This design comes from an exercise in tuning for small area and a short achievable clock period on the open sky130 flow, not from production work.
Only simulation tests tie the RTL to the original design; equivalence was not proved.
Power figures rest on the tool's default switching activity, not on a simulated workload.

==> flow/design.v (excerpt) <==
module bbox_top #(
    parameter int SIGFIG     = 24,
    parameter int RADIX      = 10,
    parameter int PIPE_DEPTH = 3
) (
    input  logic                clk,
    input  logic                rst_n,
    input  logic [9*SIGFIG-1:0] tri_in,
    input  logic [3*SIGFIG-1:0] color_in,
    input  logic                valid_in,
    input  logic                halt,
    input  logic [2*SIGFIG-1:0] screen,
    input  logic [3:0]          subsample,
    output logic [9*SIGFIG-1:0] tri_out,
    output logic [3*SIGFIG-1:0] color_out,
    output logic [4*SIGFIG-1:0] box_out,
    output logic                valid_out
);
==> flow/config.mk <==
export PLATFORM = sky130hd
export DESIGN_NAME = bbox_top
export DESIGN_NICKNAME = bbox_top
export VERILOG_FILES = /design/flow/design.v
export SDC_FILE = /design/flow/constraint.sdc
export NUM_CORES = 4
export LEC_CHECK = 0
export ABC_CLOCK_PERIOD_IN_PS = 4000
export CAP_MARGIN = 20
export CORE_MARGIN = 2
export CORE_UTILIZATION = 50
export CTS_CLUSTER_DIAMETER = 80
export CTS_CLUSTER_SIZE = 25
export SLEW_MARGIN = 20
export SYNTH_HIERARCHICAL = 1
==> flow/constraint.sdc <==
create_clock -name core_clock -period 15.0 [get_ports {clk}]
set_input_delay 3.0000 -clock core_clock [delete_from_list [all_inputs] [get_ports {clk}]]
set_output_delay 3.0000 -clock core_clock [all_outputs]
set_load 0.01 [all_outputs]
standard.sh (not shown) runs the stock make flow with config.mk's settings and CLKGATE_MAP_FILE= SYNTH_SCRIPT=/design/flow/synth_recipe.tcl, a recipe that flattens the netlist after the stock synthesis.
==> flow/flow/run.sh <==
#!/bin/bash
# The standard layout (standard.sh, synthesis unchanged), with two changes:
#  - every port still gets its buffer, but a plain buf_1 rather than the delay
#    buffer buffer_ports picks by default; timing repair resizes it as needed
#  - timing repair is asked to leave extra setup slack, so the resizer works
#    on the paths that set the achieved period
set -euo pipefail
bash standard.sh SETUP_SLACK_MARGIN=11.3 TNS_END_PERCENT=30 \
    "BUFFER_PORTS_ARGS=-buffer_cell sky130_fd_sc_hd__buf_1" finish > make_finish.log 2>&1
The starting point completed without violations.
==> next run, changes <==
--- a/flow/flow/run.sh
+++ b/flow/flow/run.sh
@@ -8 +8 @@
-bash standard.sh SETUP_SLACK_MARGIN=11.3 TNS_END_PERCENT=30 \
+bash standard.sh SETUP_SLACK_MARGIN=11.1 TNS_END_PERCENT=50 \
Settings changed: CORE_UTILIZATION 50 to 45.
Effect: Total power is higher by a few percent. Global-route usage is lower by 3.1 points. Synthesized cell count stays the same. Final area stays flat. Cell count is higher by a few percent. Area after synthesis does not change. Worst setup slack degrades by 0.094 ns. Non-clock buffer count is lower by 16. Routed wire length is higher by a few percent.

========
bbox_top again, from the RTL that the note above started with.
==> flow/config.mk <==
export PLATFORM = sky130hd
export DESIGN_NAME = bbox_top
export DESIGN_NICKNAME = bbox_top
export VERILOG_FILES = /design/flow/design.v
export SDC_FILE = /design/flow/constraint.sdc
export NUM_CORES = 4
export LEC_CHECK = 0
export ABC_CLOCK_PERIOD_IN_PS = 4000
export CAP_MARGIN = 20
export CORE_MARGIN = 2
export CORE_UTILIZATION = 50
export CTS_CLUSTER_DIAMETER = 80
export CTS_CLUSTER_SIZE = 25
export SLEW_MARGIN = 20
export SYNTH_HIERARCHICAL = 1
==> flow/constraint.sdc <==
create_clock -name core_clock -period 15.0 [get_ports {clk}]
set_input_delay 3.0000 -clock core_clock [delete_from_list [all_inputs] [get_ports {clk}]]
set_output_delay 3.0000 -clock core_clock [all_outputs]
set_load 0.01 [all_outputs]
==> flow/flow/run.sh <==
#!/bin/bash
# The standard layout (standard.sh, synthesis unchanged), with two changes:
#  - every port still gets its buffer, but a plain buf_1 rather than the delay
#    buffer buffer_ports picks by default; timing repair resizes it as needed
#  - timing repair is asked to leave extra setup slack, so the resizer works
#    on the paths that set the achieved period
set -euo pipefail
bash standard.sh SETUP_SLACK_MARGIN=11.1 TNS_END_PERCENT=30 \
    "BUFFER_PORTS_ARGS=-buffer_cell sky130_fd_sc_hd__buf_1" finish > make_finish.log 2>&1
Edit:
--- a/flow/flow/run.sh
+++ b/flow/flow/run.sh
@@ -6,4 +6,4 @@
 #    on the paths that set the achieved period
 set -euo pipefail
-bash standard.sh SETUP_SLACK_MARGIN=11.1 TNS_END_PERCENT=30 \
+bash standard.sh SETUP_SLACK_MARGIN=10.9 TNS_END_PERCENT=30 \
     "BUFFER_PORTS_ARGS=-buffer_cell sky130_fd_sc_hd__buf_1" finish > make_finish.log 2>&1
Maximum frequency hardly moves; design area goes down by about 1.1%; utilization goes down by 0.64 points; worst hold slack barely changes; setup slack gets worse by 0.0044 ns; wire length goes down by 0.37%; sequential cell count does not change; first-iteration DRC count goes down by 2.6%; combinational power stays flat.

==> what the ideal ports hide <==
No port has a modelled driver above. Below, the same layouts with a new extraction and two added sets of constraints. Step 1, drivers: a clkbuf_16 drives clk and a buf_2 each remaining input, both assumed. Step 2 adds t to the input delays and takes it off the output delays; t is the mean of the earliest and latest rising clock arrival at the registers after step 1. Input paths then give back, and output paths get back, about the clock's delay inside the block. a / b / c = no drivers / after step 1 / after step 2; a / b = the first two.
| run | t, ns | setup WS [ns] | worst hold slack (ns) | latest minus earliest clock arrival (ns) | worst register clock-pin slew, ns |
|---|---|---|---|---|---|
| the first run of note 1 | 0.831 | 10.625 / 10.544 / 10.116 | 0.393 / 0.393 / 0.393 | 0.062 / 0.062 | 0.10 / 0.10 |
| the second run of note 1 | 0.820 | 10.531 / 10.447 / 10.166 | 0.404 / 0.404 / 0.404 | 0.066 / 0.066 | 0.10 / 0.10 |
| the first run of note 2 | 0.829 | 10.629 / 10.547 / 9.957 | 0.392 / 0.392 / 0.392 | 0.066 / 0.066 | 0.10 / 0.10 |
| the second run of note 2 | 0.829 | 10.624 / 10.543 / 9.980 | 0.389 / 0.389 / 0.389 | 0.060 / 0.060 | 0.10 / 0.10 |
After both steps every run listed still meets setup and hold. For the first run of note 2, which loses most, drivers alone change the setup slack by -0.082 ns; drivers and shift together by -0.672 ns.
